This design comes from an exercise in tuning for small area, a short achievable clock period and few clock cycles per item on the open sky130 flow, not from production work.
In this exercise RTL edits were held to simulation tests only and were not proved equivalent to the original.
Power is estimated from default activity; no workload was simulated.

**flow/run.sh**
```bash
#!/bin/bash
# The standard layout, with the smallest buffer on every port (buffer_ports
# would otherwise pick clkdlybuf4s50_1); repair_timing still resizes any port
# buffer on a path that needs it.
set -euo pipefail
export BUFFER_PORTS_ARGS="-buffer_cell sky130_fd_sc_hd__buf_1"
bash standard.sh > standard_flow.log 2>&1
```
**standard.sh**
```bash
#!/bin/bash
# synth_recipe.tcl (not shown) runs the flow's synth.tcl, then flattens the netlist and writes it again
# the make line also repeats each setting of config.mk as NAME=value (left out here)
make -C /OpenROAD-flow-scripts/flow DESIGN_CONFIG=/design/flow/config.mk WORK_HOME=/design/flow/orfs CLKGATE_MAP_FILE= SYNTH_SCRIPT=/design/flow/synth_recipe.tcl "${@:-finish}"
```
**config.mk**
```make
export PLATFORM = sky130hd
export DESIGN_NAME = router_top
export DESIGN_NICKNAME = router_top
export VERILOG_FILES = /design/flow/design.v
export SDC_FILE = /design/flow/constraint.sdc
export NUM_CORES = 4
export LEC_CHECK = 0
export CAP_MARGIN = 20
export CORE_MARGIN = 2
export CORE_UTILIZATION = 30
export PLACE_DENSITY = 0.4
export SETUP_SLACK_MARGIN = 2.6
export SLEW_MARGIN = 20
export SYNTH_HIERARCHICAL = 1
```
**constraint.sdc**
```tcl
create_clock -name core_clock -period 5.0 [get_ports {clk}]
set_input_delay 1.0000 -clock core_clock [delete_from_list [all_inputs] [get_ports {clk}]]
set_output_delay 1.0000 -clock core_clock [all_outputs]
set_load 0.01 [all_outputs]
```
**design.v**
```verilog
`timescale 1ns/1ps
package router_pkg;
  localparam int flit_w = 32;
  localparam int coord_w = 2;
  localparam int num_ports = 5;
  localparam int port_n = 0;
  localparam int port_e = 1;
  localparam int port_w = 2;
  localparam int port_s = 3;
  localparam int port_l = 4;
  typedef logic [flit_w-1:0] flit_t;
  typedef logic [num_ports-1:0] port_vec_t;
  localparam int num_stages = 2;
  localparam logic [num_stages*num_ports-1:0] stage_members = {
    5'b11101,    
    5'b00010     
  };
endpackage
`timescale 1ns/1ps
module router_fifo (
  input  logic [router_pkg::num_ports:0]                           sel,    
  input  logic [router_pkg::num_ports-1:0][router_pkg::flit_w-1:0] rx_data,
  input  router_pkg::flit_t                                        held,
  output router_pkg::flit_t                                        next
);
  always_comb begin
    next = {router_pkg::flit_w{sel[router_pkg::num_ports]}} & held;
    for (int i = 0; i < router_pkg::num_ports; i++) begin
      next = next | ({router_pkg::flit_w{sel[i]}} & rx_data[i]);
    end
  end
endmodule
`timescale 1ns/1ps
module route_compute #(
  parameter int cur_x = 0,
  parameter int cur_y = 0
) (
  input  router_pkg::flit_t     flit,
  output router_pkg::port_vec_t route
);
  logic [router_pkg::coord_w-1:0] dst_x;
  logic [router_pkg::coord_w-1:0] dst_y;
  logic [router_pkg::coord_w-1:0] here_x;
  logic [router_pkg::coord_w-1:0] here_y;
  assign dst_y = flit[29:28];
  assign dst_x = flit[27:26];
  assign here_x = router_pkg::coord_w'(cur_x);
  assign here_y = router_pkg::coord_w'(cur_y);
  always_comb begin
    route = '0;
    if (dst_x > here_x) begin
      route[router_pkg::port_e] = 1'b1;
    end else if (dst_x < here_x) begin
      route[router_pkg::port_w] = 1'b1;
    end else if (dst_y > here_y) begin
      route[router_pkg::port_s] = 1'b1;
    end else if (dst_y < here_y) begin
      route[router_pkg::port_n] = 1'b1;
    end else begin
      route[router_pkg::port_l] = 1'b1;
    end
  end
endmodule
`timescale 1ns/1ps
module input_port (
  input  logic                          take_now,   
  input  router_pkg::port_vec_t         take_on,    
  input  router_pkg::port_vec_t         tx_dcts,
  output logic                          rx_dcts
);
  assign rx_dcts = take_now | ((take_on & tx_dcts) != '0);
endmodule
`timescale 1ns/1ps
module output_arbiter #(
  parameter router_pkg::port_vec_t members = '1
) (
  input  logic                  clk,
  input  logic                  rst,
  input  logic [router_pkg::num_ports-1:0][router_pkg::flit_w-1:0] rx_data,
  input  router_pkg::port_vec_t rx_rts,
  input  logic [router_pkg::num_ports-1:0][router_pkg::num_ports-1:0] route,   
  input  router_pkg::port_vec_t in_pkt,     
  output router_pkg::port_vec_t owner,      
  output router_pkg::port_vec_t take_now,   
  output logic [router_pkg::num_ports-1:0][router_pkg::num_ports-1:0] take_on,   
  output router_pkg::flit_t     tx_data,    
  output router_pkg::port_vec_t tx_rts,     
  input  router_pkg::port_vec_t tx_dcts
);
  localparam int np = router_pkg::num_ports;
  router_pkg::port_vec_t own;        
  logic                  busy;
  logic                  first;      
  logic                  rts;        
  router_pkg::port_vec_t dest;       
  router_pkg::port_vec_t req;
  router_pkg::port_vec_t sel;
  router_pkg::port_vec_t head_route;
  router_pkg::flit_t     sel_flit;
  logic                  ready;
  logic                  load;
  logic                  free;
  logic                  tail;
  router_pkg::port_vec_t after;
  router_pkg::port_vec_t req_hi;
  router_pkg::port_vec_t pick;
  always_comb begin
    for (int i = 0; i < np; i++) begin
      req[i] = rx_rts[i] && !in_pkt[i] && ((route[i] & members) != '0);
    end
  end
  assign owner = busy ? own : '0;
  assign tx_rts = rts ? (dest & members) : '0;
  assign ready = !rts || ((dest & members & tx_dcts) != '0);
  assign take_now = rts ? '0 : owner;
  always_comb begin
    for (int i = 0; i < np; i++) begin
      take_on[i] = (owner[i] && rts) ? (dest & members) : '0;
    end
  end
  assign load = ((owner & rx_rts) != '0) && ready;
  assign sel = ready ? own : '0;
  router_fifo i_flit_mux (
    .sel     ({!ready, sel}),
    .rx_data (rx_data),
    .held    (tx_data),
    .next    (sel_flit)
  );
  always_comb begin
    tail = 1'b0;
    head_route = '0;
    for (int i = 0; i < np; i++) begin
      tail = tail | (own[i] & rx_data[i][31]);
      head_route = head_route | ({np{own[i]}} & route[i]);
    end
  end
  assign free = !busy || (load && tail);
  always_comb begin
    after[0] = 1'b0;
    for (int p = 1; p < np; p++) begin
      after[p] = after[p-1] | own[p-1];
    end
  end
  assign req_hi = req & after;
  always_comb begin : rotate
    logic seen_hi;
    logic seen;
    seen_hi = 1'b0;
    seen = 1'b0;
    for (int p = 0; p < np; p++) begin
      pick[p] = (req_hi[p] && !seen_hi) || (req[p] && !seen && req_hi == '0);
      seen_hi = seen_hi | req_hi[p];
      seen = seen | req[p];
    end
  end
  always_ff @(posedge clk) begin
    if (rst) begin
      busy  <= 1'b0;
      first <= 1'b0;
      own   <= router_pkg::port_vec_t'(1) << router_pkg::port_l;
    end else begin
      if (load) begin
        first <= 1'b0;
      end
      if (free) begin
        busy <= (req != '0);
        if (req != '0) begin
          own   <= pick;
          first <= 1'b1;
        end
      end
    end
  end
  always_ff @(posedge clk) begin
    if (load && first) begin
      dest <= head_route;
    end
  end
  always_ff @(posedge clk) begin
    tx_data <= sel_flit;
  end
  always_ff @(posedge clk) begin
    if (rst) begin
      rts <= 1'b0;
    end else if (ready) begin
      rts <= load;
    end
  end
endmodule
`timescale 1ns/1ps
module noc_router #(
  parameter int cur_x = 0,
  parameter int cur_y = 0
) (
  input  logic                            clk,
  input  logic                            rst,
  input  logic [router_pkg::num_ports-1:0][router_pkg::flit_w-1:0] rx_data,
  input  logic [router_pkg::num_ports-1:0] rx_rts,
  output logic [router_pkg::num_ports-1:0] rx_dcts,
  output logic [router_pkg::num_ports-1:0][router_pkg::flit_w-1:0] tx_data,
  output logic [router_pkg::num_ports-1:0] tx_rts,
  input  logic [router_pkg::num_ports-1:0] tx_dcts
);
  localparam int np = router_pkg::num_ports;
  localparam int ns = router_pkg::num_stages;
  logic [np-1:0][np-1:0] route;       
  logic [ns-1:0][np-1:0] st_take_now;   
  logic [ns-1:0][np-1:0][np-1:0] st_take_on;   
  logic [ns-1:0][np-1:0] st_owner;    
  logic [ns-1:0][np-1:0] st_rts;      
  logic [ns-1:0][router_pkg::flit_w-1:0] st_data;
  logic [np-1:0]         in_pkt;      
  logic [np-1:0]         take_now;    
  logic [np-1:0][np-1:0] take_on;     
  for (genvar i = 0; i < np; i++) begin : g_in
    route_compute #(
      .cur_x (cur_x),
      .cur_y (cur_y)
    ) i_route_compute (
      .flit  (rx_data[i]),
      .route (route[i])
    );
  end
  always_comb begin : link
    in_pkt  = '0;
    take_now = '0;
    take_on = '0;
    tx_rts  = '0;
    for (int s = 0; s < ns; s++) begin
      in_pkt  = in_pkt | st_owner[s];
      take_now = take_now | st_take_now[s];
      for (int i = 0; i < np; i++) begin
        take_on[i] = take_on[i] | st_take_on[s][i];
      end
      tx_rts  = tx_rts | st_rts[s];
    end
    for (int o = 0; o < np; o++) begin
      tx_data[o] = '0;
      for (int s = 0; s < ns; s++) begin
        if (router_pkg::stage_members[s*np + o]) begin
          tx_data[o] = st_data[s];
        end
      end
    end
  end
  for (genvar i = 0; i < np; i++) begin : g_dcts
    input_port i_input_port (
      .take_now (take_now[i]),
      .take_on  (take_on[i]),
      .tx_dcts  (tx_dcts),
      .rx_dcts  (rx_dcts[i])
    );
  end
  for (genvar s = 0; s < ns; s++) begin : g_stage
    output_arbiter #(
      .members (router_pkg::stage_members[s*np +: np])
    ) i_output_arbiter (
      .clk     (clk),
      .rst     (rst),
      .rx_data (rx_data),
      .rx_rts  (rx_rts),
      .route   (route),
      .in_pkt  (in_pkt),
      .take_now (st_take_now[s]),
      .take_on (st_take_on[s]),
      .owner   (st_owner[s]),
      .tx_data (st_data[s]),
      .tx_rts  (st_rts[s]),
      .tx_dcts (tx_dcts)
    );
  end
endmodule
`timescale 1ns/1ps
module router_top (
  input  logic         clk,
  input  logic         rst,
  input  logic [159:0] rx_data,
  input  logic [4:0]   rx_rts,
  output logic [4:0]   rx_dcts,
  output logic [159:0] tx_data,
  output logic [4:0]   tx_rts,
  input  logic [4:0]   tx_dcts
);
  noc_router #(
    .cur_x (1),
    .cur_y (1)
  ) i_noc_router (
    .clk     (clk),
    .rst     (rst),
    .rx_data (rx_data),
    .rx_rts  (rx_rts),
    .rx_dcts (rx_dcts),
    .tx_data (tx_data),
    .tx_rts  (tx_rts),
    .tx_dcts (tx_dcts)
  );
endmodule
```
==> run summary <==
where the power goes:
group / switching, mW / internal, mW / total [mW]
clock: 0.319 / 0.373 / 0.691
combinational: 0.670 / 0.413 / 1.08
sequential: 0.163 / 0.823 / 0.986
total: 1.15 / 1.61 / 2.76
sequential cells by signal (all words and copies together), names as in the netlist:
register / count
i_noc_router.g_stage.i_output_arbiter.busy: 2
i_noc_router.g_stage.i_output_arbiter.dest: 5
i_noc_router.g_stage.i_output_arbiter.rts: 2
i_noc_router.g_stage.i_output_arbiter.first: 2
i_noc_router.g_stage.i_output_arbiter.tx_data: 64
i_noc_router.g_stage.i_output_arbiter.own: 10
metrics by stage:
stage | hold slack [ns] | util | power [mW]
after CTS | 0.483 | 0.368 | 2.73
after global placement | 0.476 | 0.333 | 1.98
after global routing | 0.509 | 0.386 | 2.92
final | 0.483 | 0.386 | 2.76
after floorplan | 0.442 | - | 1.75
after detailed placement | 0.469 | 0.335 | 1.97
layer usage:
layer  share of wire  wire length [um]  global-route usage
met5               0                 0                   0
met4           0.019               582              0.0582
met3           0.068              2110              0.0519
met2            0.48             14700               0.411
met1            0.44             13500               0.315
cell type report:
| cell class | instances | area (sq um) | share of cell area |
|---|---|---|---|
| clock buffers | 11 | 254 | 0.0302 |
| inverters | 22 | 109 | 0.0129 |
| clock inverters | 5 | 41.3 | 0.00490 |
| well taps | 280 | 350 | 0.0416 |
| multi-input cells | 565 | 4060 | 0.483 |
| repair buffers | 394 | 1820 | 0.216 |
| flip-flops and latches | 85 | 1780 | 0.212 |
Yosys cell counts (10+ instances only):
| master | instances |
|---|---|
| a21oi_1 | 16 |
| a222oi_1 | 10 |
| a22oi_1 | 211 |
| buf_2 | 31 |
| buf_4 | 129 |
| clkbuf_1 | 12 |
| dfxtp_1 | 80 |
| inv_1 | 22 |
| nand2_1 | 31 |
| nand3_1 | 73 |
| nor2_1 | 47 |
| or2_1 | 41 |
modules after synthesis, one instance, submodules excluded, a selection:
module / area (sq um) / times used / flip-flops and latches / cells
input_port: 25.0 / 5 / 0 / 4
router_fifo: 986 / 2 / 0 / 146
worst min-delay path by stage:
stage / from / cells past startpoint / end / slack (ns)
floorplan: i_noc_router.g_stage[0].i_output_arbiter.first / 2 / i_noc_router.g_stage[0].i_output_arbiter.first / 0.44
global placement: i_noc_router.g_stage[1].i_output_arbiter.first / 2 / i_noc_router.g_stage[1].i_output_arbiter.first / 0.48
detailed placement: i_noc_router.g_stage[1].i_output_arbiter.first / 2 / i_noc_router.g_stage[1].i_output_arbiter.first / 0.47
CTS: i_noc_router.g_stage[0].i_output_arbiter.first / 2 / i_noc_router.g_stage[0].i_output_arbiter.first / 0.48
global route: i_noc_router.g_stage[0].i_output_arbiter.tx_data[24] / 2 / i_noc_router.g_stage[0].i_output_arbiter.tx_data[24] / 0.51
finish: i_noc_router.g_stage[0].i_output_arbiter.first / 2 / i_noc_router.g_stage[0].i_output_arbiter.first / 0.48
cell families after synthesis:
family          count (synthesis)
compound gates                274
simple gates                  255
buf+inv                       202
flops                          85
other cells                     2
mux                             1
cells in the final DEF, fill, tap and decap left out, types with 6 or more instances in the layout:
cell type,netlist,final
buf_1,0,322
a22oi_1,211,201
nand3_1,73,72
dfxtp_1,80,68
nor2_1,47,45
buf_4,129,42
or2_1,41,40
conb_1,2,30
inv_1,22,20
nand2_1,31,20
buf_2,31,15
a21oi_1,16,13
a22oi_2,0,10
a222oi_1,10,10
clkbuf_16,0,10
nand2_4,0,9
dfxtp_4,0,7
and3b_2,5,6
nor2b_4,0,6
o21ai_0,6,6
critical path, cell delays in order:
cell and delay (ns):
buf_2 0.15, a22oi_2 0.22, nand3_1 0.11, buf_2 0.15
what timing repair did:
| item | 4_1_cts | 5_1_grt |
|---|---|---|
| buffers inserted | 19 | 26 |
| endpoints found under the hold margin | 0 | 0 |
| gates resized for setup | 90 | 33 |
| endpoints found under the setup margin | 91 | 78 |
| pin swaps | 40 | 18 |
| gates cloned | 1 | 4 |
==> out/qor.txt <==
Antenna viol nets, final: 0
Data required, critical path: 4.00 ns
Post-synth EDFFs: 5
Clock Sinks: 85
Simple-gate share of the synthesized area: 0.222
DRT iter0 DRCs: 591
Count of cell types in the netlist: 60
Final cell count without fillers: 1362
Port bufs: 341
Ant. Diodes: 0
Rel. slew slack: 0.247
Setup ws final: 2.37 ns
Fin crit share: 0.525
Synth area leaders: dfxtp_1 24%, a22oi_1 24%, buf_4 14%, nand3_1 5.5%, or2_1 3.8%
Crit start category: input pin
Avg Cell Area, Syn: 8.16 sq um
Num ports: 342
Vias after detailed routing: 7428
All-layer global routing usage: 0.243
Setup Slack @ Placement: 1.50 ns
Final WL: 30.9 mm
Post-CTS Hold Buffers: 0
Ys async rst share: 0
Vias per cell: 5.45
Post-route cell area: 8420 sq um
Crit path capture: rx_dcts[2]
HPWL Detailed: 20.6 mm
Worst-Skew Late Latency: 0.36 ns
CTS clk-pin slew, worst paths: 0.06 ns
Worst Setup End Kind: output port
Bufs on Longest Clock Path: 2
Most used DFF post-synth: dfxtp_1
Outcome: complete, no violations
Synthesized netlist cell count: 819
First-pass GRT wire length: 44.1 mm
Setup TNS: 0 ns
RSZ-0062 raised after global routing: yes
Layout cells sized above 1: 0.168
Worst r2r src: i_noc_router.g_stage[1].i_output_arbiter.dest[2]
Placed Cells incl. Taps: 1296
Compound-gate portion of the synthesized area: 0.313
Num rows: 54
Post-synthesis register bit count: 85
Max Cap Viol: 0
Vias in the first global route: 7047
Die extent in y: 153 um
TritonCTS clock tree: built
Clk_skew: 0.0150 ns
Minimum clock period: 2.63 ns
Cell taking the most area after synthesis: dfxtp_1
Starting Density: 0.306
Cells on worst reg2reg path: 9
Synth Cell Area: 6680 sq um
Crit-path max FO: 6
Total grt overflow: 0
WS Path Type: input pin to output port
Main combinational cell family by area after synthesis: compound AO/OA/AOI/OAI gates
Initial antenna violation count: 0
Leakage: 3.26 nW
Clk root buf: clkbuf_16
Drt drc: 0
Synthesis-to-layout area growth: 26.0%
Worst Tran Pin Value: 1.12 ns
Final nets: 1249
CP startpoint: tx_dcts[2]
Synth Area in XOR/XNOR: 0
CTS Buf Count: 9
PwrDens: 328 nW/um^2
Final Max Tran Viols: 0
Reg2Reg Capture Point: i_noc_router.g_stage[1].i_output_arbiter.tx_data[30]
# setup viols final: 0
Reg-to-reg setup timing slack: 2.76 ns
Adder-Cell Fraction of Synth Area: 0
Fmax: 381 MHz
Core area: 21800 sq um
Mux cell area share after synthesis: 0.00150
Seq/Total Area, Yosys: 0.262
Largest net degree at the start of global routing: 37
Die ar.: 23500 sq um
H-tree depth: 3
Syn. warnings: 11
Hold Vio Cnt, Final: 0
Die width: 153 um
Peak VDD IR: 0.135 mV
RePlAce Congestion: 0.838
TritonRoute pass-1 iters: 7
Fill cells: 2397
Hold Path Class: register to register
Crit path DAT: 1.63 ns
Drt wl/cell: 22.7 um
Post-Place Cell Area: 7300 sq um
Top cell type's share of synthesized area: 0.240
Testbench counts, summed over its fixed seeds: cycles 6,621, flits 10,803.

## separate check: timing with driven ports
Ports are ideal in the flow. The routed layout listed here was re-timed in OpenROAD. Step 1 sets driving cells, clkbuf_16 on the clock port and buf_2 on the other inputs (assumed; they add their load-dependent delay and slew). Step 2 adds t to the input delays and takes it off the output delays; t is the mean of the earliest and latest rising clock arrival at the registers after step 1. Input paths then give back, and output paths get back, about the clock's delay inside the block. a / b / c = no drivers / after step 1 / after step 2; a / b = the first two.
t, ns: 0.397
setup WS [ns]: 2.373 / 2.353 / 2.008
hold slack, ns: 0.483 / 0.483 / 0.483
worst setup path at the end: input to register
slew at the worst register clock pin (ns): 0.08 / 0.08
After both steps setup and hold are still met in this run. For this run, drivers alone change the setup slack by -0.020 ns; drivers and shift together by -0.365 ns.
